This design comes from an exercise in tuning for small area, a short achievable clock period and few clock cycles per item on the open sky130 flow, not from production work.
At most, simulation tests tie the RTL to the original design; equivalence was not proved.
The RTL of run 1 was laid out without a check of its function.

## design/flow/design.v

```verilog
package ascon_pkg;
  localparam int unsigned STATE_W = 320;
  localparam int unsigned WORD_W  = 64;
  localparam int unsigned IDX_W   = 4;
  localparam int unsigned N_RC    = 12;
  function automatic logic [7:0] rc_tab(input logic [IDX_W-1:0] idx);
    case (idx)
      4'd0:    rc_tab = 8'hf0;
      4'd1:    rc_tab = 8'he1;
      4'd2:    rc_tab = 8'hd2;
      4'd3:    rc_tab = 8'hc3;
      4'd4:    rc_tab = 8'hb4;
      4'd5:    rc_tab = 8'ha5;
      4'd6:    rc_tab = 8'h96;
      4'd7:    rc_tab = 8'h87;
      4'd8:    rc_tab = 8'h78;
      4'd9:    rc_tab = 8'h69;
      4'd10:   rc_tab = 8'h5a;
      4'd11:   rc_tab = 8'h4b;
      default: rc_tab = 8'h00;
    endcase
  endfunction
endpackage
module ascon_inv_lin
(
  input  logic [319:0] i_state,
  output logic [319:0] o_state
);
  logic [63:0] w0_0, w0_1, w0_2, w0_3, w0_4;
  logic [63:0] w1_0, w1_1, w1_2, w1_3, w1_4, w1_5;
  logic [63:0] w2_0, w2_1, w2_2, w2_3, w2_4, w2_5;
  logic [63:0] w3_0, w3_1, w3_2, w3_3, w3_4, w3_5;
  logic [63:0] w4_0, w4_1, w4_2, w4_3, w4_4, w4_5;
  assign w0_0 = i_state[319:256];
  assign w0_1 = w0_0 ^ {w0_0[7:0], w0_0[63:8]} ^ {w0_0[39:0], w0_0[63:40]};
  assign w0_2 = w0_1 ^ {w0_1[7:0], w0_1[63:8]} ^ {w0_1[45:0], w0_1[63:46]};
  assign w0_3 = w0_2 ^ {w0_2[8:0], w0_2[63:9]} ^ {w0_2[44:0], w0_2[63:45]};
  assign w0_4 = w0_3 ^ {w0_3[11:0], w0_3[63:12]} ^ {w0_3[47:0], w0_3[63:48]};
  assign o_state[319:256] = {w0_4[50:0], w0_4[63:51]};
  assign w1_0 = i_state[255:192];
  assign w1_1 = w1_0 ^ {w1_0[2:0], w1_0[63:3]} ^ {w1_0[41:0], w1_0[63:42]};
  assign w1_2 = w1_1 ^ {w1_1[3:0], w1_1[63:4]} ^ {w1_1[7:0], w1_1[63:8]};
  assign w1_3 = w1_2 ^ {w1_2[3:0], w1_2[63:4]} ^ {w1_2[31:0], w1_2[63:32]};
  assign w1_4 = w1_3 ^ {w1_3[5:0], w1_3[63:6]} ^ {w1_3[19:0], w1_3[63:20]};
  assign w1_5 = w1_4 ^ {w1_4[11:0], w1_4[63:12]} ^ {w1_4[47:0], w1_4[63:48]};
  assign o_state[255:192] = {w1_5[18:0], w1_5[63:19]};
  assign w2_0 = i_state[191:128];
  assign w2_1 = w2_0 ^ {w2_0[0:0], w2_0[63:1]} ^ {w2_0[5:0], w2_0[63:6]};
  assign w2_2 = w2_1 ^ {w2_1[1:0], w2_1[63:2]} ^ {w2_1[11:0], w2_1[63:12]};
  assign w2_3 = w2_2 ^ {w2_2[3:0], w2_2[63:4]} ^ {w2_2[19:0], w2_2[63:20]};
  assign w2_4 = w2_3 ^ {w2_3[3:0], w2_3[63:4]} ^ {w2_3[31:0], w2_3[63:32]};
  assign w2_5 = w2_4 ^ {w2_4[7:0], w2_4[63:8]} ^ {w2_4[35:0], w2_4[63:36]};
  assign o_state[191:128] = {w2_5[3:0], w2_5[63:4]};
  assign w3_0 = i_state[127:64];
  assign w3_1 = w3_0 ^ {w3_0[3:0], w3_0[63:4]} ^ {w3_0[11:0], w3_0[63:12]};
  assign w3_2 = w3_1 ^ {w3_1[6:0], w3_1[63:7]} ^ {w3_1[53:0], w3_1[63:54]};
  assign w3_3 = w3_2 ^ {w3_2[7:0], w3_2[63:8]} ^ {w3_2[19:0], w3_2[63:20]};
  assign w3_4 = w3_3 ^ {w3_3[7:0], w3_3[63:8]} ^ {w3_3[43:0], w3_3[63:44]};
  assign w3_5 = w3_4 ^ {w3_4[13:0], w3_4[63:14]} ^ {w3_4[43:0], w3_4[63:44]};
  assign o_state[127:64] = {w3_5[25:0], w3_5[63:26]};
  assign w4_0 = i_state[63:0];
  assign w4_1 = w4_0 ^ {w4_0[3:0], w4_0[63:4]} ^ {w4_0[11:0], w4_0[63:12]};
  assign w4_2 = w4_1 ^ {w4_1[3:0], w4_1[63:4]} ^ {w4_1[49:0], w4_1[63:50]};
  assign w4_3 = w4_2 ^ {w4_2[3:0], w4_2[63:4]} ^ {w4_2[55:0], w4_2[63:56]};
  assign w4_4 = w4_3 ^ {w4_3[6:0], w4_3[63:7]} ^ {w4_3[40:0], w4_3[63:41]};
  assign w4_5 = w4_4 ^ {w4_4[19:0], w4_4[63:20]} ^ {w4_4[39:0], w4_4[63:40]};
  assign o_state[63:0] = {w4_5[53:0], w4_5[63:54]};
endmodule
module ascon_inv_sbox
(
  input  logic [319:0] i_state,
  input  logic [7:0]   i_rc,
  output logic [319:0] o_state
);
  logic [63:0] l0, l1, l2, l3, l4;
  logic [63:0] y0, y1, y2, y3, y4;
  logic [63:0] z0, z1, z2, z3, z4;
  logic [63:0] u2, u4;
  assign {l0, l1, l2, l3, l4} = i_state;
  assign y2 = ~l2;
  assign y3 = l3 ^ y2;
  assign y0 = l0 ^ l4;
  assign y1 = l1 ^ y0;
  assign y4 = l4;
  assign z0 = y0 ^ (~y1 & (y2 ^ (~y3 & y4)));
  assign z1 = y1 ^ (~y2 & (y3 ^ (~y4 & y0)));
  assign z2 = y2 ^ (~y3 & (y4 ^ (~y0 & y1)));
  assign z3 = y3 ^ (~y4 & (y0 ^ (~y1 & y2)));
  assign z4 = y4 ^ (~y0 & (y1 ^ (~y2 & y3)));
  assign u2 = z2 ^ z1;
  assign u4 = z4 ^ z3;
  assign o_state = {z0 ^ u4, z1, u2 ^ {56'd0, i_rc}, z3, u4};
endmodule
module ascon_inv_round
(
  input  logic [319:0] i_state,
  input  logic [7:0]   i_rc,
  output logic [319:0] o_state
);
  logic [319:0] w_lin;
  ascon_inv_lin  u_lin  (.i_state(i_state), .o_state(w_lin));
  ascon_inv_sbox u_sbox (.i_state(w_lin), .i_rc(i_rc), .o_state(o_state));
endmodule
module ascon_inv_permutation
(
  input  logic         clk,
  input  logic         rst,
  input  logic         in_valid,
  output logic         in_ready,
  input  logic [319:0] in_state,
  input  logic [3:0]   in_rounds,
  output logic         out_valid,
  input  logic         out_ready,
  output logic [319:0] out_state,
  output logic         busy
);
  logic [319:0] r_a, r_b;
  logic [319:0] w_lin, w_sbox;
  logic         r_va, r_da;
  logic [3:0]   r_ra, r_ia;
  logic         r_vb;
  logic [3:0]   r_rb, r_ib;
  logic         r_rb_is1, r_rb_le7, r_rb_le9;
  logic         r_ready, r_ov, r_busy;
  logic         w_is6, w_is8, w_is12;
  logic [3:0]   w_a;
  logic         w_stall, w_acc;
  logic         n_va, n_da, n_vb, n_ready;
  assign w_stall = r_ov & ~out_ready;
  assign w_acc   = in_valid & r_ready;
  assign w_is6  = (in_rounds == 4'd6);
  assign w_is8  = (in_rounds == 4'd8);
  assign w_is12 = ~w_is6 & ~w_is8;
  assign w_a    = w_is6 ? 4'd6 : (w_is8 ? 4'd8 : 4'd12);
  ascon_inv_lin u_lin (
    .i_state (r_a),
    .o_state (w_lin)
  );
  ascon_inv_sbox u_sbox (
    .i_state (r_b),
    .i_rc    (ascon_pkg::rc_tab(r_ib)),
    .o_state (w_sbox)
  );
  always_ff @(posedge clk) begin
    if (!w_stall) begin
      r_b <= w_lin;
      r_a <= r_vb ? w_sbox : in_state;
    end
  end
  assign n_vb = r_va & ~r_da;
  assign n_va = r_vb | w_acc;
  assign n_da = r_vb & r_rb_is1;
  always_comb begin
    if (r_vb)
      n_ready = ~n_vb & ~r_rb_is1 &
                (r_rb_le7 | (in_valid & w_is8 & r_rb_le9) | (in_valid & w_is12));
    else
      n_ready = ~n_vb & (~w_acc | w_is6);
  end
  always_ff @(posedge clk or posedge rst) begin
    if (rst) begin
      r_va     <= 1'b0;
      r_da     <= 1'b0;
      r_ra     <= 4'd0;
      r_ia     <= 4'd0;
      r_vb     <= 1'b0;
      r_rb     <= 4'd0;
      r_ib     <= 4'd0;
      r_rb_is1 <= 1'b0;
      r_rb_le7 <= 1'b0;
      r_rb_le9 <= 1'b0;
      r_ready  <= 1'b0;
      r_ov     <= 1'b0;
      r_busy   <= 1'b0;
    end else if (!w_stall) begin
      r_va     <= n_va;
      r_da     <= n_da;
      r_vb     <= n_vb;
      r_rb     <= r_ra;
      r_ib     <= r_ia;
      r_rb_is1 <= (r_ra == 4'd1);
      r_rb_le7 <= (r_ra <= 4'd7);
      r_rb_le9 <= (r_ra <= 4'd9);
      if (r_vb) begin
        r_ra <= r_rb - 4'd1;
        r_ia <= r_ib - 4'd1;
      end else begin
        r_ra <= w_a;
        r_ia <= 4'd11;
      end
      r_ready  <= n_ready;
      r_ov     <= n_da;
      r_busy   <= n_va | n_vb;
    end
  end
  assign in_ready  = r_ready;
  assign out_valid = r_ov;
  assign busy      = r_busy;
  assign out_state = r_a;
endmodule
```

## design/flow/flow/run.sh

```bash
#!/bin/bash
# The standard ORFS layout (the standard.sh, all steps, standard synthesis),
# with one change: the buffers that buffer_ports puts on every input and output
# port are buf_2 cells instead of the default delay-buffer cell.
set -euo pipefail
export BUFFER_PORTS_ARGS="-buffer_cell sky130_fd_sc_hd__buf_2"
bash standard.sh finish > standard_flow.log 2>&1
```

## design/flow/standard.sh

```bash
#!/bin/bash
# synth_recipe.tcl (not shown) runs the flow's synth.tcl, then flattens the netlist and writes it again
# the make line also repeats each setting of config.mk as NAME=value (left out here)
make -C /OpenROAD-flow-scripts/flow DESIGN_CONFIG=/design/flow/config.mk WORK_HOME=/design/flow/orfs CLKGATE_MAP_FILE= SYNTH_SCRIPT=/design/flow/synth_recipe.tcl "${@:-finish}"
```

## design/flow/config.mk

```make
export PLATFORM = sky130hd
export DESIGN_NAME = ascon_inv_permutation
export DESIGN_NICKNAME = ascon_inv_permutation
export VERILOG_FILES = /design/flow/design.v
export SDC_FILE = /design/flow/constraint.sdc
export NUM_CORES = 4
export LEC_CHECK = 0
export CAP_MARGIN = 20
export CORE_MARGIN = 2
export CORE_UTILIZATION = 40
export SETUP_SLACK_MARGIN = 3.5
export SLEW_MARGIN = 20
```

## design/flow/constraint.sdc

```tcl
create_clock -name core_clock -period 7.0 [get_ports {clk}]
set_input_delay 1.4000 -clock core_clock [delete_from_list [all_inputs] [get_ports {clk}]]
set_output_delay 1.4000 -clock core_clock [all_outputs]
set_load 0.01 [all_outputs]
```

==> out/metrics.cfg, run 1 <==
[critical_path]
startpoint = r_a[58]$_DFFE_PN_
timing.rr.start = r_a[58]$_DFFE_PN_
crit_slowest_cell = edfxtp_1
endpoint_kind = flop
critPathMaxFanout = 5
worstPathCellList = xnor2_2 -> xnor3_1 -> xnor2_4 -> xnor3_1 -> xnor2_1 -> xnor2_1 -> xnor2_2
arrival_ns = 4.22
r2r_cells = 7
critPathKind = flop to flop
cpPeakStageDelay_ns = 0.59
worst_setup_path_start_kind = flop
required_ns = 7.46

[yosys]
synthArstFlopShare = 0.0361
ys.flop_type = edfxtp_1
synth_cell_types = 42
syn-cell-area_um2 = 66200
syn_inst = 5326
synth_edf_count = 640
synth.avg_cell_area_um2 = 12.4
yosysWarnings = 1
seq_area_frac_synth = 0.300
synth-seq-cells = 664
mappedNetlistNets = 5784

[clocking]
clkSinkCount = 664
cts-root-buf = clkbuf_16
numCtsBuffers = 89
ctsLongestPathBuffers = 3
cts_tree = built
clock_latency_ns = 0.76
clk_pin_slew_ns = 0.06
htreeDepth = 3

[global_routing]
grt_antenna_before_repair = 35
grt_usage = 0.334
first_global_vias = 43400
grt_first_pass_wirelength_um = 380000
overflow = 0
grt_start_max_net_pins = 145

[timing]
rsz0062_at_grt = yes
setup_viol = 0
slew_viol_final = 0
timing.fmax_mhz = 267
hold_viol = 0
min_period_ns = 3.75
tns_ns = 0
clock_skew_ns = 0.0589
tightest_slew_ns = 1.25
maxSlewHeadroom = 0.161
fin_crit_sh = 0.536

[floorplan]
io_pins = 651
rows = 149
initial_core_util = 0.402
core-area_um2 = 165000
die_area_um2 = 169000
dieWidth_um = 411
die_y_um = 411

[placed_design]
dp_hpwl_um = 242000
port_buffers = 650
place.gp.congestion = 1.04

[routing]
drtIter0Drc = 5419
ant_nets = 0
wl_per_cell_um = 34.6
drc = 0
routed_via_density = 5.43
firstDrtPassIters = 5
num_vias = 45400
wirelength_um = 289000

[job]
timing.max_cap.violations = 0

[final_layout]
fin_util = 0.470
nets = 6542
final_cell_mix = xnor2_1, xor2_1, buf_2
syn2layout_area_growth_pct = 16.9
final_common_cell = xnor2_1
drive_above_1_share = 0.223

[worst_hold_path]
worstHoldPathType = flop to flop
worstHoldPathCells = 2
min-delay-start = r_ia[0]$_DFFE_PP0N_

[outcome]
outcome = complete, no violations

==> critical path, delay by kind of cell (launching register included) <==
kind      cells  cell delay [ns]
flops         1             0.59
xor+xnor      7             2.87
==> path summary, 6_finish.rpt <==
kind,end,slack (ns)
worst max-delay path,r_b[59]$_DFFE_PN_,3.25
worst min-delay path,r_ib[0]$_DFFE_PP0N_,0.45
worst max register to register,r_b[59]$_DFFE_PN_,3.25
worst min register to register,r_ib[0]$_DFFE_PP0N_,0.45
max in group asynchronous,r_vb$_DFFE_PP0N_,5.50
min in group asynchronous,r_busy$_DFFE_PP0N_,0.84
==> timing repair <==
item	in CTS	in global routing
endpoints found under the setup margin	96	99
hold buffers	0	0
gates resized for setup	95	94
pin swaps	10	10
buffers inserted	64	47
==> synthesized netlist by cell type, types with 8 or more instances <==
| master | instances | area, µm² |
|---|---|---|
| buf_2 | 37 | 185 |
| nand2_1 | 221 | 830 |
| xor2_2 | 8 | 130 |
| xor2_1 | 749 | 6560 |
| clkbuf_1 | 92 | 345 |
| xor3_1 | 91 | 2160 |
| mux2i_1 | 258 | 2580 |
| dfrtp_1 | 24 | 601 |
| a21oi_1 | 206 | 1030 |
| xnor2_1 | 1763 | 15400 |
| mux2_2 | 184 | 2070 |
| xnor2_2 | 29 | 472 |
| o21ai_0 | 72 | 360 |
| edfxtp_1 | 640 | 19200 |
| inv_1 | 77 | 289 |
| ha_1 | 130 | 1630 |
| buf_1 | 10 | 37.5 |
| xnor3_2 | 10 | 238 |
| xnor3_1 | 480 | 10800 |
| nor2_1 | 207 | 777 |
==> final cells by class <==
type	instances	area (µm²)
flip-flops and latches	664	19800
diodes	14	35.0
multi-input cells	4439	46900
well taps	2189	2740
clock buffers	109	2400
repair buffers	813	4600
inverters	77	297
fillers	15000	87300
clock inverters	56	599
==> kinds of logic (layout without fill, tap and decap cells) <==
family,count (synthesis),after routing,share of synthesized area
adders and majority gates,130,130,0.0246
and+or+nand+nor,440,440,0.0254
buffers and inverters,223,1055,0.0138
xor gates and xnor gates,3136,3136,0.544
DFF,664,664,0.300
other,0,14,0
muxes,442,442,0.0704
AOI/OAI and AO/OA,291,291,0.0225
==> routing by layer <==
layer	vias to the layer above	routed length, µm	GRT usage
li1	19600	-	-
met1	23100	120000	0.455
met2	2324	127000	0.509
met3	431	23400	0.0541
met4	6	19300	0.184
met5	-	42	0
==> metrics by stage <==
stage	instance area (µm²)	setup WS [ns]	std cells	hold WS (ns)
after floorplan	66200	3.44	5326	0.439
after CTS	76300	3.28	8299	0.439
final	77400	3.25	8361	0.447
after global routing	77300	3.29	8348	0.485
after global placement	72000	2.69	8069	0.455
after detailed placement	72000	2.69	8070	0.472
==> registers in the layout (all words and copies together) (netlist names) <==
| signal | cells |
|---|---|
| r_rb_le7 | 1 |
| r_vb | 1 |
| r_da | 1 |
| r_va | 1 |
| r_ib | 4 |
| r_rb | 4 |
| r_ready | 1 |
| r_a | 320 |
| r_busy | 1 |
| r_b | 320 |
| r_ra | 4 |
| r_rb_is1 | 1 |
| r_ia | 4 |
| r_rb_le9 | 1 |
==> run 2: changes to the inputs <==
--- a/design/flow/design.v
+++ b/design/flow/design.v
@@ -127,7 +127,7 @@
   logic         w_stall, w_acc;
   logic         n_va, n_da, n_vb, n_ready;
   assign w_stall = r_ov & ~out_ready;
-  assign w_acc   = in_valid & r_ready;
+  assign w_acc   = in_valid & in_ready;
   assign w_is6  = (in_rounds == 4'd6);
   assign w_is8  = (in_rounds == 4'd8);
   assign w_is12 = ~w_is6 & ~w_is8;
@@ -193,7 +193,7 @@
       r_busy   <= n_va | n_vb;
     end
   end
-  assign in_ready  = r_ready;
+  assign in_ready  = r_ready | (r_ov & ~r_vb & out_ready);
   assign out_valid = r_ov;
   assign busy      = r_busy;
   assign out_state = r_a;
==> out/metrics.cfg, run 2 <==
[yosys]
synth_edf_count = 640
seq_area_frac_synth = 0.302
syn_inst = 5307
syn-cell-area_um2 = 65700
synth_most_common_cell = xnor2_1
synth_cell_types = 40
mappedNetlistNets = 5765
synthArstFlopShare = 0.0361
ys.flop_type = edfxtp_1
synth-seq-cells = 664
synth_area_leaders = edfxtp_1, xnor2_1, xnor3_1, xor2_1, mux2i_1
synth_top_cells_by_count = xnor2_1, xor2_1, edfxtp_1, xnor3_1, mux2i_1
synth.avg_cell_area_um2 = 12.4
synth_area_leader_cell = edfxtp_1
synth_top_cell_area_share = 0.292
yosysWarnings = 1

[final_layout]
final_cell_mix = xnor2_1, xor2_1, buf_2
largestRegisters = r_a (320), r_b (320)
nets = 6533
final_cell_count_no_fill = 8336
syn2layout_area_growth_pct = 16.8
drive_above_1_share = 0.214
final_common_cell = xnor2_1

[routing]
wl_per_cell_um = 34.1
num_vias = 45200
firstDrtPassIters = 5
wirelength_um = 284000
ant_nets = 0
routed_via_density = 5.42
drc = 0
drtIter0Drc = 5578

[floorplan]
die_area_um2 = 168000
rows = 148
io_pins = 651
dieWidth_um = 409
core-area_um2 = 163000
die_y_um = 409
initial_core_util = 0.403

[placed_design]
port_buffers = 650
place.gp.congestion = 1.05
numPlacedInstances = 8056
dp_hpwl_um = 239000

[timing]
tns_ns = 0
min_period_ns = 3.61
clock_skew_ns = 0.0517
hold_viol = 0
rsz0062_at_grt = yes
slew_viol_final = 0
fin_crit_sh = 0.516
maxSlewHeadroom = 0.109
tightest_slew_ns = 1.33
setup_viol = 0
timing.fmax_mhz = 277

[clocking]
cts_tree = built
cts_hold_buffers = 0
clkSinkCount = 664
cts-root-buf = clkbuf_16
clock_latency_ns = 0.74
ctsLongestPathBuffers = 3
clk_pin_slew_ns = 0.07
numCtsBuffers = 87
htreeDepth = 3

[outcome]
outcome = complete, no violations

[critical_path]
critPathBufInv = 1
crit_top_cell = xnor2_1
endpoint_kind = flop
worstPathCellList = inv_1 -> ha_1 -> mux2i_1 -> nand2_1 -> xor2_1 -> xnor2_1 -> xnor2_1 -> mux2_2
critPathMaxFanout = 4
critPathTopFamily = XOR/XNOR gates
timing.rr.start = r_b[36]$_DFFE_PN_
startpoint = r_b[36]$_DFFE_PN_
arrival_ns = 4.18
required_ns = 7.57
critPathKind = flop to flop
worst_setup_path_start_kind = flop
crit_slowest_cell = xor2_1
cpPeakStageDelay_ns = 0.92

[global_routing]
grt_start_max_net_pins = 145
first_global_vias = 42900
overflow = 0
grt_first_pass_wirelength_um = 373000
grt_usage = 0.329
grt_antenna_before_repair = 41

[worst_hold_path]
worstHoldPathType = flop to flop
min-delay-start = r_ia[2]$_DFFE_PP0N_

[job]
timing.max_cap.violations = 0

[run 2: cell count changes in the layout (fill, tap and decap cells not counted), moves of 11 or more]
cell,previous run,this run
xnor2_1,1629,1699
xnor2_2,148,110
xor3_1,85,58
xnor3_1,464,478
bufinv_16,6,17
xor2_1,728,717
[run 2: routing by layer]
layer	global-route usage	routed length (µm)	part of all wire
met2	0.504	126000	0.44
met5	0	153	0.00054
met4	0.176	18300	0.064
met1	0.437	114000	0.40
met3	0.0694	26400	0.093
[run 2: cell families after synthesis]
family                   after synthesis  synth area share
flip-flops                           664             0.302
multiplexers                         442            0.0708
buffers and inverters                199            0.0122
adder cells (fa/ha/maj)              130            0.0248
AND/OR/NAND/NOR                      447            0.0262
XOR/XNOR                            3138             0.542
AO/OA/AOI/OAI                        287            0.0223
[run 2: what timing repair did]
action	in CTS	in global routing
endpoints found under the setup margin	85	78
resized for setup	70	78
setup buffers	34	71
pin swaps	1	13
[run 2: cell type report]
cell class | instances | area [µm²]
fillers | 14900 | 86200
repair buffers | 806 | 4560
clock inverters | 55 | 777
clock buffers | 102 | 2360
multi-input cells | 4444 | 46200
inverters | 72 | 278
flip-flops and latches | 664 | 19800
well taps | 2175 | 2720
diodes | 18 | 45.0
[run 2: path summary, 6_finish.rpt]
check	to	slack, ns	depth (start not counted)
worst min register to register	r_ia[2]$_DFFE_PP0N_	0.47	2
min in group asynchronous	r_busy$_DFFE_PP0N_	0.87	2
worst max register to register	r_a[292]$_DFFE_PN_	3.39	8
worst min-delay path	r_ia[2]$_DFFE_PP0N_	0.47	2
worst max-delay path	r_a[292]$_DFFE_PN_	3.39	8
max in group asynchronous	r_vb$_DFFE_PP0N_	5.48	2
[run 2: tightest hold or removal path: stages, from the launching register on]
cell	delay [ns]
dfrtp_1	0.34
nand2_1	0.05
nand2_1	0.04
[run 2: through the flow]
step / area [µm²] / hold WS, ns / setup slack [ns] / utilization
6_report: 76800 / 0.470 / 3.39 / 0.471
5_1_grt: 76700 / 0.492 / 3.36 / 0.471
4_1_cts: 75600 / 0.469 / 3.29 / 0.464
3_3_place_gp: 71600 / 0.449 / 2.48 / 0.440
2_1_floorplan: 65700 / 0.439 / 3.44 / -
3_5_place_dp: 71700 / 0.456 / 2.66 / 0.440
Testbench counts of run 2, summed over its fixed seeds: cycles 10,530, items 960.
==> run 3: changes to the inputs <==
==> design/flow/flow/run.sh (replaced) <==
#!/bin/bash
# The standard ORFS layout (the standard.sh, all steps, standard synthesis),
# with one change: the buffers that buffer_ports puts on every input and output
# port are buf_1 cells instead of the default delay-buffer cell.
set -euo pipefail
export BUFFER_PORTS_ARGS="-buffer_cell sky130_fd_sc_hd__buf_1"
bash standard.sh finish > standard_flow.log 2>&1
--- a/design/flow/config.mk
+++ b/design/flow/config.mk
@@ -8,5 +8,6 @@
 export CAP_MARGIN = 20
 export CORE_MARGIN = 2
 export CORE_UTILIZATION = 40
+export CTS_BUF_LIST = sky130_fd_sc_hd__clkbuf_8
 export SETUP_SLACK_MARGIN = 3.5
 export SLEW_MARGIN = 20
==> out/metrics.cfg, run 3 <==
[critical_path]
worst_setup_path_start_kind = flop
startpoint = r_b[49]$_DFFE_PN_
required_ns = 7.66
rrSetupSlack_ns = 3.39
crit_end = r_a[305]$_DFFE_PN_
r2r_end = r_a[305]$_DFFE_PN_
timing.rr.start = r_b[49]$_DFFE_PN_
critPathKind = flop to flop
r2r_cells = 8
critPathMaxFanout = 4
endpoint_kind = flop
arrival_ns = 4.27

[yosys]
ys.flop_type = edfxtp_1
synth_top_cells_by_count = xnor2_1, xor2_1, edfxtp_1, xnor3_1, mux2i_1
seq_area_frac_synth = 0.302
synthArstFlopShare = 0.0361
synth-seq-cells = 664
synth_top_cell_area_share = 0.292
synth_most_common_cell = xnor2_1
synth_edf_count = 640
synth_area_leader_cell = edfxtp_1
synth_cell_types = 40
synth_area_leaders = edfxtp_1, xnor2_1, xnor3_1, xor2_1, mux2i_1
yosysWarnings = 1
syn_inst = 5307
synth.avg_cell_area_um2 = 12.4
syn-cell-area_um2 = 65700
mappedNetlistNets = 5765

[timing]
min_period_ns = 3.61
clock_skew_ns = 0.0505
setup_viol = 0
slew_viol_final = 0
fin_crit_sh = 0.515
tightest_slew_ns = 1.34
timing.fmax_mhz = 277
tns_ns = 0
setup_slack_ns = 3.39
rsz0062_at_grt = yes
hold_viol = 0
maxSlewHeadroom = 0.103

[clocking]
numCtsBuffers = 138
clkSinkCount = 664
htreeDepth = 4
ctsLongestPathBuffers = 3
cts_tree = built
clk_pin_slew_ns = 0.07
clock_latency_ns = 0.92
cts-root-buf = clkbuf_8

[final_layout]
final_cell_mix = xnor2_1, xor2_1, buf_1
fin_util = 0.463
syn2layout_area_growth_pct = 14.8
drive_above_1_share = 0.114
fin_area_um2 = 75400
final_common_cell = xnor2_1
nets = 6585
largestRegisters = r_a (320), r_b (320)

[placed_design]
place_ws_ns = 2.61
port_buffers = 650
placed_cell_area_um2 = 70900
place.gp.congestion = 1.05
dp_hpwl_um = 242000

[floorplan]
die_y_um = 409
core-area_um2 = 163000
die_area_um2 = 168000
dieWidth_um = 409
rows = 148
initial_core_util = 0.403
io_pins = 651

[global_routing]
grt_antenna_before_repair = 32
grtUsageMet2 = 0.507
overflow = 0
grt_usage = 0.336
grt_util_met3 = 0.0808
first_global_vias = 43700
grt_start_max_net_pins = 161
top_usage_layer = met2
met1_usage = 0.438
grt_first_pass_wirelength_um = 380000

[routing]
firstDrtPassIters = 5
wl_per_cell_um = 34.2
wirelength_um = 288000
drc = 0
ant_nets = 0
drtIter0Drc = 5591
routed_via_density = 5.39
num_vias = 45400

[worst_hold_path]
worstHoldPathType = flop to flop

[outcome]
outcome = complete, no violations

[job]
timing.max_cap.violations = 0

==> run 3: cell counts after synthesis <==
No cell type changed its count.
==> run 3: what timing repair did <==
action                     in CTS  in global routing
hold buffers                    0                  0
pin swaps                       2                 15
buffers inserted               35                 66
resized for setup              58                 84
setup endpoints to repair      74                 99
==> run 3: area by class of cell <==
cell class                      instances  area (µm²)
Timing Repair Buffer                  807        3730
Clock buffer                          142        1950
Antenna cell                           17        42.5
Inverter                               72         278
Clock inverter                        103         722
Multi-Input combinational cell       4444       46200
Tap cell                             2175        2720
Sequential cell                       664       19800
Fill cell                           15100       87500
==> run 3: cells by family (layout without fill, tap and decap cells) <==
group                      after synthesis  count (layout)  share of synthesized area
xor gates and xnor gates              3138            3138                      0.542
DFF                                    664             664                      0.302
adders and majority gates              130             130                     0.0248
buffers and inverters                  199            1124                     0.0122
muxes                                  442             442                     0.0708
other                                    0              17                          0
and+or+nand+nor                        447             447                     0.0262
AOI/OAI and AO/OA                      287             287                     0.0223
==> run 3: metrics by stage <==
step,hold WS (ns),instances
2_1_floorplan,0.439,5307
3_3_place_gp,0.451,8061
3_5_place_dp,0.463,8061
4_1_cts,0.476,8341
5_1_grt,0.514,8410
6_report,0.474,8424
==> run 3: worst max-delay path: stages (launching register included) <==
cell and delay [ns]:
edfxtp_1 0.63, inv_1 0.12, ha_1 0.36, xor2_1 0.27, xor2_1 0.21, o21ai_0 0.12, xnor2_1 1.02, xnor2_1 0.27
mux2_2 0.33
==> run 3: worst min path at each step <==
stage | cells past startpoint | endpoint | startpoint | slack [ns]
after floorplan | 2 | r_ia[2]$_DFFE_PP0N_ | r_ia[2]$_DFFE_PP0N_ | 0.44
after global placement | 2 | r_ia[2]$_DFFE_PP0N_ | r_ia[2]$_DFFE_PP0N_ | 0.45
after detailed placement | 2 | r_ia[2]$_DFFE_PP0N_ | r_ia[2]$_DFFE_PP0N_ | 0.46
after CTS | 2 | r_ia[2]$_DFFE_PP0N_ | r_ia[2]$_DFFE_PP0N_ | 0.48
after global routing | 2 | r_ib[3]$_DFFE_PP0N_ | r_ia[3]$_DFFE_PP0N_ | 0.51
final | 2 | r_ia[2]$_DFFE_PP0N_ | r_ia[2]$_DFFE_PP0N_ | 0.47
==> run 3: routing by layer <==
| layer | wire [µm] | part of all wire |
|---|---|---|
| met5 | 97 | 0.00034 |
| met4 | 19800 | 0.069 |
| met3 | 26700 | 0.093 |
| met2 | 126000 | 0.44 |
| met1 | 116000 | 0.40 |
==> run 4: changes to the inputs <==
--- a/design/flow/config.mk
+++ b/design/flow/config.mk
@@ -7,7 +7,7 @@
 export LEC_CHECK = 0
 export CAP_MARGIN = 20
 export CORE_MARGIN = 2
-export CORE_UTILIZATION = 40
+export CORE_UTILIZATION = 50
 export CTS_BUF_LIST = sky130_fd_sc_hd__clkbuf_8
 export SETUP_SLACK_MARGIN = 3.5
 export SLEW_MARGIN = 20
==> out/metrics.cfg, run 4 <==
[final_layout]
largestRegisters = r_a (320), r_b (320)
nets = 6545
syn2layout_area_growth_pct = 14.0
final_cell_mix = xnor2_1, xor2_1, buf_1
final_common_cell = xnor2_1
drive_above_1_share = 0.118

[critical_path]
critPathKind = flop to flop
startpoint = r_b[13]$_DFFE_PN_
timing.rr.start = r_b[13]$_DFFE_PN_
worst_setup_path_start_kind = flop
critPathMaxFanout = 4
arrival_ns = 4.40
endpoint_kind = flop
required_ns = 7.75

[yosys]
ys.flop_type = edfxtp_1
synth_area_leaders = edfxtp_1, xnor2_1, xnor3_1, xor2_1, mux2i_1
mappedNetlistNets = 5765
synth_top_cells_by_count = xnor2_1, xor2_1, edfxtp_1, xnor3_1, mux2i_1
synth_area_leader_cell = edfxtp_1
syn-cell-area_um2 = 65700
synth_top_cell_area_share = 0.292
synth-seq-cells = 664
seq_area_frac_synth = 0.302
synth_most_common_cell = xnor2_1
syn_inst = 5307
synth.avg_cell_area_um2 = 12.4
synth_edf_count = 640
synthArstFlopShare = 0.0361
synth_cell_types = 40
yosysWarnings = 1

[global_routing]
grt_start_max_net_pins = 146
grt_first_pass_wirelength_um = 377000
overflow = 0
first_global_vias = 43700
grt_usage = 0.416
grt_antenna_before_repair = 36

[timing]
slew_viol_final = 0
hold_viol = 0
fin_crit_sh = 0.522
timing.fmax_mhz = 274
min_period_ns = 3.65
maxSlewHeadroom = 0.148
tightest_slew_ns = 1.27
rsz0062_at_grt = yes
setup_viol = 0
tns_ns = 0
clock_skew_ns = 0.0495

[floorplan]
io_pins = 651
dieWidth_um = 367
die_area_um2 = 134000
die_y_um = 367
rows = 133
core-area_um2 = 131000
initial_core_util = 0.502

[clocking]
clkSinkCount = 664
clock_latency_ns = 0.90
cts-root-buf = clkbuf_8
numCtsBuffers = 135
cts_tree = built
htreeDepth = 4
clk_pin_slew_ns = 0.07
ctsLongestPathBuffers = 3
cts_hold_buffers = 0

[routing]
drc = 0
wirelength_um = 285000
num_vias = 45700
wl_per_cell_um = 35.8
ant_nets = 0
routed_via_density = 5.75
drtIter0Drc = 5825
firstDrtPassIters = 6

[placed_design]
dp_hpwl_um = 239000
port_buffers = 650
place.gp.congestion = 1.04

[outcome]
outcome = complete, no violations

[job]
timing.max_cap.violations = 0

[worst_hold_path]
worstHoldPathType = input pin to async pin

-- run 4: cell types whose count changed in the layout (fill, tap and decap cells not counted), moves of 4 or more --
| cell | previous run | this run |
|---|---|---|
| inv_1 | 104 | 95 |
| xor2_1 | 722 | 715 |
| bufinv_16 | 10 | 4 |
| xnor3_2 | 25 | 31 |
| xor2_4 | 3 | 7 |
| buf_4 | 148 | 112 |
| xnor2_1 | 1701 | 1648 |
| xnor3_1 | 477 | 471 |
| xnor2_2 | 107 | 163 |
| clkinv_1 | 28 | 37 |
-- run 4: cells by family (layout without fill, tap and decap cells) --
| kind of cell | Yosys count | in the layout | synth area share |
|---|---|---|---|
| multiplexers | 442 | 442 | 0.0708 |
| XOR/XNOR | 3138 | 3138 | 0.542 |
| AO/OA/AOI/OAI | 287 | 287 | 0.0223 |
| other | 0 | 15 | 0 |
| flip-flops | 664 | 664 | 0.302 |
| buffers and inverters | 199 | 1076 | 0.0122 |
| adder cells (fa/ha/maj) | 130 | 130 | 0.0248 |
| AND/OR/NAND/NOR | 447 | 447 | 0.0262 |
-- run 4: critical path, stage by stage, from the launching register on --
cell      delay [ns]
edfxtp_1        0.53
inv_1           0.12
ha_1            0.35
mux2i_1         0.15
nand2_1         0.08
xor2_1          0.69
xnor2_1         0.49
xnor2_1         0.80
mux2_2          0.29
-- run 4: layout make-up --
| type | instances | area [µm²] |
|---|---|---|
| inverter | 72 | 278 |
| clock buffer | 141 | 1940 |
| clock inverter | 93 | 520 |
| antenna | 15 | 37.5 |
| sequential | 664 | 19800 |
| timing repair buffer | 770 | 3440 |
| fill | 11300 | 56100 |
| tap | 1755 | 2200 |
| multi-input combinational | 4444 | 46600 |
-- run 4: metal layers --
layer	wire, µm	up-vias	global-route usage
met4	21000	18	0.263
met2	123000	2671	0.617
met3	29200	565	0.104
li1	-	19600	-
met5	131	-	0
met1	111000	22900	0.545
-- run 4: through the flow --
stage	hold slack (ns)	std cells	cell area [µm²]	setup WS (ns)	util
after global routing	0.456	7945	74900	3.33	0.572
after detailed placement	0.457	7638	70400	2.84	0.538
after global placement	0.452	7638	70400	2.82	0.538
final	0.458	7954	74900	3.35	0.572
after CTS	0.469	7905	73800	3.43	0.563
after floorplan	0.439	5307	65700	3.44	-
-- run 4: final timing paths --
check                                      end  slack (ns)  cells past startpoint
setup / recovery            r_a[269]$_DFFE_PN_        3.35                      8
hold / removal             r_ia[3]$_DFFE_PP0N_        0.46                      2
setup reg to reg            r_a[269]$_DFFE_PN_        3.35                      8
hold reg to reg            r_ia[2]$_DFFE_PP0N_        0.47                      2
max in group asynchronous  r_ra[1]$_DFFE_PP0N_        6.12                      3
min in group core_clock    r_ia[2]$_DFFE_PP0N_        0.47                      2
-- run 4: what timing repair did --
| item | 4_1_cts | 5_1_grt |
|---|---|---|
| setup buffers | 33 | 33 |
| gates resized for setup | 91 | 107 |
| hold endpoints to repair | 0 | 0 |
| pin swaps | 1 | 6 |
| setup endpoints to repair | 98 | 110 |
==> run 5: changes to the inputs <==
--- a/design/flow/config.mk
+++ b/design/flow/config.mk
@@ -7,7 +7,7 @@
 export LEC_CHECK = 0
 export CAP_MARGIN = 20
 export CORE_MARGIN = 2
-export CORE_UTILIZATION = 50
+export CORE_UTILIZATION = 40
 export CTS_BUF_LIST = sky130_fd_sc_hd__clkbuf_8
-export SETUP_SLACK_MARGIN = 3.5
+export SETUP_SLACK_MARGIN = 4.0
 export SLEW_MARGIN = 20
==> out/metrics.cfg, run 5 <==
[outcome]
outcome = complete, no violations

[placed_design]
dp_hpwl_um = 239000
port_buffers = 650
place.gp.congestion = 1.04
placed_cell_area_um2 = 71000

[critical_path]
critPathMaxFanout = 4
endpoint_kind = flop
required_ns = 7.71
timing.rr.start = r_a[247]$_DFFE_PN_
worst_setup_path_start_kind = flop
cpPeakStageDelay_ns = 0.57
startpoint = r_a[247]$_DFFE_PN_
crit_slowest_cell = edfxtp_1
worstPathCellList = buf_6 -> xnor3_2 -> xnor3_1 -> xnor3_2 -> xor2_2 -> xnor2_2 -> buf_4 -> xor2_2 -> xnor2_1
arrival_ns = 3.95
critPathKind = flop to flop

[yosys]
synth_top_cell_area_share = 0.292
synth_cell_types = 40
synth_most_common_cell = xnor2_1
synth_top_cells_by_count = xnor2_1, xor2_1, edfxtp_1, xnor3_1, mux2i_1
ys.flop_type = edfxtp_1
synthArstFlopShare = 0.0361
synth_edf_count = 640
synth-seq-cells = 664
yosysWarnings = 1
syn_inst = 5307
seq_area_frac_synth = 0.302
synth.avg_cell_area_um2 = 12.4
synth_area_leaders = edfxtp_1, xnor2_1, xnor3_1, xor2_1, mux2i_1
syn-cell-area_um2 = 65700
mappedNetlistNets = 5765
synth_area_leader_cell = edfxtp_1

[global_routing]
grt_start_max_net_pins = 155
grt_first_pass_wirelength_um = 398000
grt_antenna_before_repair = 23
grt_usage = 0.349
overflow = 0
first_global_vias = 48300

[clocking]
clock_latency_ns = 0.96
cts_tree = built
htreeDepth = 4
ctsLongestPathBuffers = 3
clk_pin_slew_ns = 0.06
numCtsBuffers = 136
clkSinkCount = 664
cts-root-buf = clkbuf_8

[routing]
wl_met3_um = 29800
firstDrtPassIters = 6
wirelength_um = 312000
wl_met2_um = 137000
ant_nets = 0
routed_via_density = 5.40
wl_per_cell_um = 32.5
top_layer_used = met5
drc = 0
wl_met1_um = 118000
num_vias = 51800
drtIter0Drc = 6173

[timing]
setup_viol = 0
timing.fmax_mhz = 309
fin_crit_sh = 0.463
rsz0062_at_grt = yes
clock_skew_ns = 0.0709
tns_ns = 0
tightest_slew_ns = 1.28
hold_viol = 0
min_period_ns = 3.24
maxSlewHeadroom = 0.141
slew_viol_final = 0
whs_ns = 0.478

[floorplan]
die_y_um = 409
rows = 148
core-area_um2 = 163000
die_area_um2 = 168000
dieWidth_um = 409
io_pins = 651
initial_core_util = 0.403

[final_layout]
largestRegisters = r_a (320), r_b (320)
syn2layout_area_growth_pct = 46.8
ff_latch_area_um2 = 19800
fin_area_um2 = 96400
nets = 7757
final_common_cell = xnor2_1
drive_above_1_share = 0.455
final_cell_mix = xnor2_1, buf_4, edfxtp_1
multi_input_area_um2 = 55600
fillers = 12500
fin_util = 0.592

[job]
timing.max_cap.violations = 0

[worst_hold_path]
worstHoldPathType = flop to flop
min-delay-start = r_ia[2]$_DFFE_PP0N_

run 5: final timing paths:
path                                   endpoint  slack, ns  cells past startpoint
min in group asynchronous  r_rb_is1$_DFFE_PP0N_       0.65                      2
min reg2reg                 r_ia[2]$_DFFE_PP0N_       0.48                      2
max                          r_b[196]$_DFFE_PN_       3.76                      9
max reg2reg                  r_b[196]$_DFFE_PN_       3.76                      9
min                         r_ia[2]$_DFFE_PP0N_       0.48                      2
max in group asynchronous      r_vb$_DFFE_PP0N_       5.69                      2
run 5: layer usage:
metal	vias up	global-route usage
li1	21800	-
met1	26000	0.457
met2	3141	0.525
met3	758	0.0672
met4	14	0.237
met5	-	0
run 5: cells by family after synthesis:
logic type | after synthesis | share of synthesized area
DFF | 664 | 0.302
and+or+nand+nor | 447 | 0.0262
xor gates and xnor gates | 3138 | 0.542
adders and majority gates | 130 | 0.0248
muxes | 442 | 0.0708
buffers and inverters | 199 | 0.0122
AOI/OAI and AO/OA | 287 | 0.0223
run 5: area by class of cell:
| class | instances | share of cell area |
|---|---|---|
| Clock inverter | 96 | 0.00733 |
| Timing Repair Buffer | 1981 | 0.159 |
| Multi-Input combinational cell | 4444 | 0.577 |
| Sequential cell | 664 | 0.206 |
| Clock buffer | 140 | 0.0200 |
| Inverter | 72 | 0.00288 |
| Antenna cell | 13 | 0.000337 |
| Tap cell | 2175 | 0.0282 |
run 5: what timing repair did:
item                                    4_1_cts  5_1_grt
pin swaps                                   279      527
hold buffers                                  0        0
buffers inserted                            789      488
gates resized for setup                    1446      796
endpoints found under the setup margin      747      533
run 5: critical path: cells and delay by family, from the launching register on:
kind / cells / cell delay, ns
xor gates and xnor gates: 7 / 2.11
DFF: 1 / 0.57
buffers and inverters: 2 / 0.35
run 5: stage by stage:
stage                     instances  setup WS, ns
after floorplan                5307          3.44
after global placement         8058          3.16
after detailed placement       8059          3.19
after CTS                      9084          3.77
after global routing           9573          3.72
final                          9585          3.76
==> run 6: changes to the inputs <==
--- a/design/flow/config.mk
+++ b/design/flow/config.mk
@@ -9,5 +9,6 @@
 export CORE_MARGIN = 2
 export CORE_UTILIZATION = 40
 export CTS_BUF_LIST = sky130_fd_sc_hd__clkbuf_8
-export SETUP_SLACK_MARGIN = 4.0
+export PLACE_DENSITY = 0.72
+export SETUP_SLACK_MARGIN = 3.8
 export SLEW_MARGIN = 20
==> out/metrics.cfg, run 6 <==
[timing]
clock_skew_ns = 0.0684
maxSlewHeadroom = 0.173
slew_viol_final = 0
hold_viol = 0
setup_viol = 0
timing.fmax_mhz = 291
min_period_ns = 3.44
whs_ns = 0.466
tightest_slew_ns = 1.23
tns_ns = 0
rsz0062_at_grt = yes
fin_crit_sh = 0.491
setup_slack_ns = 3.56

[global_routing]
grt_start_max_net_pins = 176
overflow = 0
first_global_vias = 46200
grt_antenna_before_repair = 33
grt_usage = 0.335
grt_first_pass_wirelength_um = 381000

[routing]
wl_met3_um = 28100
top_layer_used = met5
drtIter0Drc = 5744
firstDrtPassIters = 8
num_vias = 47600
wl_met2_um = 127000
wirelength_um = 291000
wl_met1_um = 110000
routed_via_density = 5.47
wl_per_cell_um = 33.3
ant_nets = 0
drc = 0

[yosys]
yosysWarnings = 1
synth.avg_cell_area_um2 = 12.4
syn-cell-area_um2 = 65700
synth_top_cells_by_count = xnor2_1, xor2_1, edfxtp_1, xnor3_1, mux2i_1
synth_cell_types = 40
ys.flop_type = edfxtp_1
mappedNetlistNets = 5765
synth_edf_count = 640
synth_area_leader_cell = edfxtp_1
synth_top_cell_area_share = 0.292
synth_area_leaders = edfxtp_1, xnor2_1, xnor3_1, xor2_1, mux2i_1
syn_inst = 5307
synth_most_common_cell = xnor2_1
synth-seq-cells = 664
seq_area_frac_synth = 0.302
synthArstFlopShare = 0.0361

[critical_path]
required_ns = 7.67
critPathMaxFanout = 4
rrSetupSlack_ns = 3.56
worstPathCellList = inv_1 -> ha_1 -> xor2_1 -> xnor2_1 -> xnor2_1 -> mux2_2
endpoint_kind = flop
worst_setup_path_start_kind = flop
cpPeakStageDelay_ns = 0.92
critPathTopFamily = XOR/XNOR gates
critPathBufInv = 1
crit_slowest_cell = xnor2_1
crit_top_cell = xnor2_1
arrival_ns = 4.10
critPathKind = flop to flop

[floorplan]
die_area_um2 = 168000
rows = 148
io_pins = 651
dieWidth_um = 409
initial_core_util = 0.403
core-area_um2 = 163000
die_y_um = 409

[clocking]
numCtsBuffers = 138
cts_hold_buffers = 0
ctsLongestPathBuffers = 3
clk_pin_slew_ns = 0.06
clock_latency_ns = 0.94
htreeDepth = 4
clkSinkCount = 664
cts-root-buf = clkbuf_8
cts_tree = built

[job]
timing.max_cap.violations = 0

[placed_design]
port_buffers = 650
dp_hpwl_um = 237000
place_ws_ns = 2.85
place.gp.congestion = 1.06

[final_layout]
final_cell_mix = xnor2_1, edfxtp_1, xor2_1
fin_util = 0.502
syn2layout_area_growth_pct = 24.6
nets = 6882
final_common_cell = xnor2_1
largestRegisters = r_a (320), r_b (320)
drive_above_1_share = 0.247

[worst_hold_path]
worstHoldPathType = flop to flop

[outcome]
outcome = complete, no violations

[run 6: through the flow]
step	cell area, µm²	cells
2_1_floorplan	65700	5307
4_1_cts	78400	8541
3_5_place_dp	70800	8048
6_report	81900	8716
3_3_place_gp	70800	8047
5_1_grt	81800	8708
[run 6: layout make-up]
cell class,count,area [µm²]
clock inverters,109,947
inverters,72,278
repair buffers,1104,6320
multi-input cells,4444,49800
diodes,10,25.0
clock buffers,138,1900
flip-flops and latches,664,19800
fillers,14200,81100
well taps,2175,2720
[run 6: routing by layer]
layer / GRT usage / up-vias
li1: - / 20200
met1: 0.429 / 23900
met2: 0.506 / 2819
met3: 0.0689 / 646
met4: 0.233 / 18
met5: 0 / -
[run 6: kinds of logic (layout without fill, tap and decap cells)]
kind of cell	count (synthesis)	after routing	share of synthesized area
mux	442	442	0.0708
compound gates	287	287	0.0223
other cells	0	10	0
buf+inv	199	1423	0.0122
xor+xnor	3138	3138	0.542
flops	664	664	0.302
simple gates	447	447	0.0262
fa+ha+maj	130	130	0.0248
[run 6: timing repair]
item                       4_1_cts  5_1_grt
buffers inserted               246      165
setup endpoints to repair      333      275
gates resized for setup        456      380
pin swaps                       68      103
[run 6: final timing paths]
check                                    start                   to  cells past startpoint
min in group asynchronous                  rst  r_ready$_DFFE_PP0N_                      2
max                          r_b[27]$_DFFE_PN_   r_a[155]$_DFFE_PN_                      6
min reg2reg                r_ia[2]$_DFFE_PP0N_  r_ia[2]$_DFFE_PP0N_                      2
min                        r_ia[2]$_DFFE_PP0N_  r_ia[2]$_DFFE_PP0N_                      2
max reg2reg                  r_b[27]$_DFFE_PN_   r_a[155]$_DFFE_PN_                      6
max in group asynchronous                  rst     r_vb$_DFFE_PP0N_                      2
[run 6: worst min-delay path: stages (launching register included)]
cell and delay, ns:
dfrtp_1 0.34, nand2_1 0.05, nand2_1 0.05
==> run 7: changes to the inputs <==
--- a/design/flow/config.mk
+++ b/design/flow/config.mk
@@ -9,6 +9,6 @@
 export CORE_MARGIN = 2
 export CORE_UTILIZATION = 40
 export CTS_BUF_LIST = sky130_fd_sc_hd__clkbuf_8
-export PLACE_DENSITY = 0.72
+export PLACE_DENSITY = 0.5
 export SETUP_SLACK_MARGIN = 3.8
 export SLEW_MARGIN = 20
==> out/metrics.cfg, run 7 <==
[outcome]
outcome = complete, no violations

[routing]
routed_via_density = 5.32
firstDrtPassIters = 5
num_vias = 46600
drc = 0
drtIter0Drc = 5146
wirelength_um = 306000
ant_nets = 0
wl_per_cell_um = 34.9

[yosys]
synth_simple_gate_area_share = 0.0262
synth.avg_cell_area_um2 = 12.4
seq_area_frac_synth = 0.302
synthArstFlopShare = 0.0361
synthAdderAreaFrac = 0.0248
synth_area_leaders = edfxtp_1, xnor2_1, xnor3_1, xor2_1, mux2i_1
synth_edf_count = 640
synth-seq-cells = 664
synthMuxAreaShare = 0.0708
yosysWarnings = 1
mappedNetlistNets = 5765
syn_inst = 5307
synth_cell_types = 40
synth_top_cell_area_share = 0.292
synth_top_cells_by_count = xnor2_1, xor2_1, edfxtp_1, xnor3_1, mux2i_1
synth_most_common_cell = xnor2_1
syn-cell-area_um2 = 65700
synth_top_family_by_area = XOR/XNOR gates
synth_xor_area_frac = 0.542
synth_area_leader_cell = edfxtp_1
ys.flop_type = edfxtp_1
synth_compound_area_frac = 0.0223

[final_layout]
final_common_cell = xnor2_1
fillers = 14800
final_cell_mix = xnor2_1, edfxtp_1, buf_1
largestRegisters = r_a (320), r_b (320)
syn2layout_area_growth_pct = 25.6
nets = 6940
drive_above_1_share = 0.257

[timing]
fin_crit_sh = 0.475
maxSlewHeadroom = 0.140
setup_viol = 0
whs_ns = 0.470
min_period_ns = 3.33
rsz0062_at_grt = yes
timing.fmax_mhz = 301
clock_skew_ns = 0.0695
slew_viol_final = 0
tightest_slew_ns = 1.28
tns_ns = 0
hold_viol = 0

[global_routing]
grt_usage = 0.357
top_usage_layer = met2
grtUsageMet2 = 0.561
grt_start_max_net_pins = 144
grt_antenna_before_repair = 39
first_global_vias = 45400
overflow = 0
grt_util_met3 = 0.0563
met1_usage = 0.477
grt_first_pass_wirelength_um = 400000

[critical_path]
rrSetupSlack_ns = 3.67
cpPeakStageDelay_ns = 1.02
worstPathCellList = inv_1 -> ha_1 -> xor2_1 -> xnor2_1 -> xnor2_1 -> mux2_2
timing.rr.start = r_b[50]$_DFFE_PN_
crit_slowest_cell = xnor2_1
required_ns = 7.67
arrival_ns = 4.00
r2r_end = r_a[178]$_DFFE_PN_
critPathKind = flop to flop
crit_top_cell = xnor2_1
critPathMaxFanout = 4
worst_setup_path_start_kind = flop
r2r_cells = 6
endpoint_kind = flop

[floorplan]
die_area_um2 = 168000
io_pins = 651
rows = 148
initial_core_util = 0.403
core-area_um2 = 163000
die_y_um = 409
dieWidth_um = 409

[clocking]
clock_latency_ns = 0.94
cts_hold_buffers = 0
clkSinkCount = 664
htreeDepth = 4
numCtsBuffers = 138
cts-root-buf = clkbuf_8
ctsLongestPathBuffers = 3
clk_pin_slew_ns = 0.06
cts_tree = built

[worst_hold_path]
hold_end = r_ia[2]$_DFFE_PP0N_
worstHoldPathCells = 2
worstHoldPathType = flop to flop
min-delay-start = r_ia[2]$_DFFE_PP0N_

[job]
timing.max_cap.violations = 0

[placed_design]
port_buffers = 650
dp_hpwl_um = 253000
place.gp.congestion = 1.02

run 7: cell counts after synthesis:
No cell type changed its count.
run 7: cell families after synthesis:
logic type,Yosys count
compound gates,287
xor+xnor,3138
fa+ha+maj,130
buf+inv,199
flops,664
mux,442
simple gates,447
run 7: per-stage QoR:
| step | util | cells | cell area, µm² | setup slack, ns |
|---|---|---|---|---|
| after global routing | 0.506 | 8759 | 82500 | 3.66 |
| after floorplan | - | 5307 | 65700 | 3.44 |
| final | 0.506 | 8770 | 82500 | 3.67 |
| after global placement | 0.435 | 8055 | 70900 | 2.98 |
| after detailed placement | 0.435 | 8055 | 70900 | 2.99 |
| after CTS | 0.486 | 8590 | 79200 | 3.65 |
run 7: worst max-delay path, delay by kind of cell (launching register included):
kind                     cells  cell delay, ns
buffers and inverters        1            0.12
multiplexers                 1            0.39
XOR/XNOR                     3            1.65
adder cells (fa/ha/maj)      1            0.36
flip-flops                   1            0.55
run 7: area by class of cell:
cell class              instances  area (µm²)  area share
multi-input cells            4444       50100       0.607
flip-flops and latches        664       19800       0.240
repair buffers               1162        6900      0.0837
well taps                    2175        2720      0.0330
clock buffers                 142        1950      0.0237
clock inverters                97         739     0.00896
inverters                      72         278     0.00337
diodes                         14        35.0    0.000425
run 7: routing by layer:
layer,routed length [µm],vias to the layer above
li1,-,20300
met1,126000,23700
met2,139000,2154
met3,22700,461
met4,18400,12
met5,75,-
run 7: worst max-delay path by stage:
stage	startpoint	end	slack (ns)	depth (start not counted)
after floorplan	out_ready	r_a[0]$_DFFE_PN_	3.44	3
after global placement	r_a[55]$_DFFE_PN_	r_b[30]$_DFFE_PN_	2.98	7
after detailed placement	r_a[55]$_DFFE_PN_	r_b[30]$_DFFE_PN_	2.99	7
after CTS	r_a[179]$_DFFE_PN_	r_b[129]$_DFFE_PN_	3.65	7
after global routing	r_a[189]$_DFFE_PN_	r_b[129]$_DFFE_PN_	3.66	8
final	r_b[50]$_DFFE_PN_	r_a[178]$_DFFE_PN_	3.67	6
run 7: timing repair:
item | in CTS | in global routing
resized for setup | 506 | 345
pin swaps | 55 | 106
setup buffers | 296 | 166
endpoints found under the setup margin | 405 | 271
==> run 8: changes to the inputs <==
--- a/design/flow/config.mk
+++ b/design/flow/config.mk
@@ -9,6 +9,6 @@
 export CORE_MARGIN = 2
 export CORE_UTILIZATION = 40
 export CTS_BUF_LIST = sky130_fd_sc_hd__clkbuf_8
-export PLACE_DENSITY = 0.5
+export GPL_ROUTABILITY_DRIVEN = 0
 export SETUP_SLACK_MARGIN = 3.8
 export SLEW_MARGIN = 20
==> out/metrics.cfg, run 8 <==
[final_layout]
drive_above_1_share = 0.225
nets = 6839
syn2layout_area_growth_pct = 23.0
final_cell_mix = xnor2_1, xor2_1, edfxtp_1
final_cell_count_no_fill = 8675
fillers = 14500
final_common_cell = xnor2_1
fin_util = 0.496
largestRegisters = r_a (320), r_b (320)

[floorplan]
io_pins = 651
initial_core_util = 0.403
dieWidth_um = 409
core-area_um2 = 163000
die_area_um2 = 168000
die_y_um = 409
rows = 148

[routing]
num_vias = 47100
ant_nets = 0
firstDrtPassIters = 5
drtIter0Drc = 6031
drc = 0
routed_via_density = 5.43
wl_per_cell_um = 32.3
wirelength_um = 280000

[critical_path]
critPathKind = flop to flop
worst_setup_path_start_kind = flop
timing.rr.start = r_a[227]$_DFFE_PN_
arrival_ns = 3.95
crit_end = r_b[242]$_DFFE_PN_
cpPeakStageDelay_ns = 0.58
r2r_cells = 7
crit_slowest_cell = xnor3_2
worstPathCellList = xnor3_2 -> xor3_1 -> xnor3_2 -> xnor2_2 -> xnor2_2 -> xnor2_1 -> xnor2_2
r2r_end = r_b[242]$_DFFE_PN_
cp.depth = 7
crit_top_cell = xnor2_2
critPathMaxFanout = 4
critPathBufInv = 0
critPathTopFamily = XOR/XNOR gates
rrSetupSlack_ns = 3.67
endpoint_kind = flop
startpoint = r_a[227]$_DFFE_PN_
required_ns = 7.62

[timing]
tightest_slew_ns = 1.29
hold_viol = 0
maxSlewHeadroom = 0.137
timing.fmax_mhz = 300
setup_viol = 0
whs_ns = 0.425
slew_viol_final = 0
clock_skew_ns = 0.0490
rsz0062_at_grt = yes
tns_ns = 0
min_period_ns = 3.33
fin_crit_sh = 0.476

[global_routing]
grt_first_pass_wirelength_um = 372000
first_global_vias = 45100
grt_start_max_net_pins = 171
grt_antenna_before_repair = 41
overflow = 0
grt_usage = 0.325

[clocking]
cts_hold_buffers = 0
ctsLongestPathBuffers = 3
clk_pin_slew_ns = 0.06
numCtsBuffers = 136
cts_tree = built
htreeDepth = 4
cts-root-buf = clkbuf_8
clkSinkCount = 664
clock_latency_ns = 0.92

[yosys]
seq_area_frac_synth = 0.302
mappedNetlistNets = 5765
synth_edf_count = 640
syn-cell-area_um2 = 65700
synth_top_cell_area_share = 0.292
yosysWarnings = 1
synth.avg_cell_area_um2 = 12.4
synth_cell_types = 40
synth_area_leader_cell = edfxtp_1
syn_inst = 5307
synth_top_cells_by_count = xnor2_1, xor2_1, edfxtp_1, xnor3_1, mux2i_1
ys.flop_type = edfxtp_1
synth_area_leaders = edfxtp_1, xnor2_1, xnor3_1, xor2_1, mux2i_1
synthArstFlopShare = 0.0361
synth-seq-cells = 664
synth_most_common_cell = xnor2_1

[placed_design]
port_buffers = 650
dp_hpwl_um = 229000
numPlacedInstances = 8047

[outcome]
outcome = complete, no violations

[worst_hold_path]
worstHoldPathType = input pin to async pin

[job]
timing.max_cap.violations = 0

## run 8: cell counts after synthesis
Identical to the previous run, type by type.
## run 8: cells by family after synthesis
| logic type | count (synthesis) | synth area share |
|---|---|---|
| AOI/OAI and AO/OA | 287 | 0.0223 |
| xor gates and xnor gates | 3138 | 0.542 |
| adders and majority gates | 130 | 0.0248 |
| buffers and inverters | 199 | 0.0122 |
| DFF | 664 | 0.302 |
| muxes | 442 | 0.0708 |
| and+or+nand+nor | 447 | 0.0262 |
## run 8: worst register-to-register path, delay by kind of cell, from the launching register on
family | cells | cell delay (ns)
xor+xnor | 7 | 2.56
flops | 1 | 0.51
## run 8: cell type report
type                    instances  area [µm²]  area share
flip-flops and latches        664       19800       0.245
clock inverters               101         672     0.00831
multi-input cells            4444       49300       0.610
well taps                    2175        2720      0.0337
inverters                      72         278     0.00344
clock buffers                 144        1980      0.0245
diodes                         12        30.0    0.000371
repair buffers               1063        6050      0.0749
## run 8: per-stage QoR
| stage | setup slack, ns | area [µm²] |
|---|---|---|
| after global routing | 3.62 | 80800 |
| after floorplan | 3.44 | 65700 |
| final | 3.67 | 80800 |
| after CTS | 3.67 | 77600 |
| after global placement | 3.24 | 70700 |
| after detailed placement | 3.21 | 70800 |
## run 8: how the worst min path moves through the flow
stage,startpoint,end,depth (start not counted)
floorplan,r_ia[2]$_DFFE_PP0N_,r_ia[2]$_DFFE_PP0N_,2
global placement,r_ia[3]$_DFFE_PP0N_,r_ib[3]$_DFFE_PP0N_,2
detailed placement,r_ia[2]$_DFFE_PP0N_,r_ia[2]$_DFFE_PP0N_,2
CTS,r_ia[2]$_DFFE_PP0N_,r_ia[2]$_DFFE_PP0N_,2
global route,rst,r_va$_DFFE_PP0N_,2
finish,rst,r_va$_DFFE_PP0N_,2
## run 8: what timing repair did
action	in CTS	in global routing
buffers inserted	200	170
pin swaps	39	91
endpoints found under the setup margin	313	265
resized for setup	370	311
## run 8: metal layers
| metal | up-vias | GRT usage | wire length (µm) |
|---|---|---|---|
| met5 | - | 0 | 99 |
| met4 | 18 | 0.211 | 22500 |
| met3 | 578 | 0.0814 | 29400 |
| met2 | 2746 | 0.488 | 122000 |
| met1 | 23600 | 0.417 | 107000 |
| li1 | 20100 | - | - |

==> separate check: timing with driven ports <==
The flow's constraints put no driver on any port. The routed layouts listed below were extracted and timed again, unchanged, in two steps. Step 1: set_driving_cell puts a clkbuf_16 on clk and a buf_2 on each other input, an assumption about the parent block. Step 2 times the ports against the registers' clock, not the clock port: input delays grow and output delays shrink by t, the midpoint of the rising clock arrivals with the driver on. Slacks: ideal ports / drivers / drivers and shift; pairs: ideal ports / drivers.
run	t (ns)	setup WS [ns]	worst data-port slew with drivers (ns)
run 1	0.830	3.249 / 3.249 / 3.077	0.16
run 2	0.796	3.386 / 3.386 / 3.306	0.11
run 3	0.988	3.392 / 3.392 / 3.328	0.12
run 4	0.960	3.349 / 3.349 / 3.324	0.16
run 5	1.012	3.760 / 3.702 / 3.182	0.11
run 6	0.988	3.564 / 3.564 / 3.110	0.14
run 7	0.982	3.674 / 3.674 / 3.195	0.12
run 8	0.978	3.669 / 3.669 / 3.222	0.10
After both steps setup and hold are still met in every run listed. The setup slack of run 5, which loses most, moves by -0.058 ns with the drivers and by -0.578 ns with both steps.
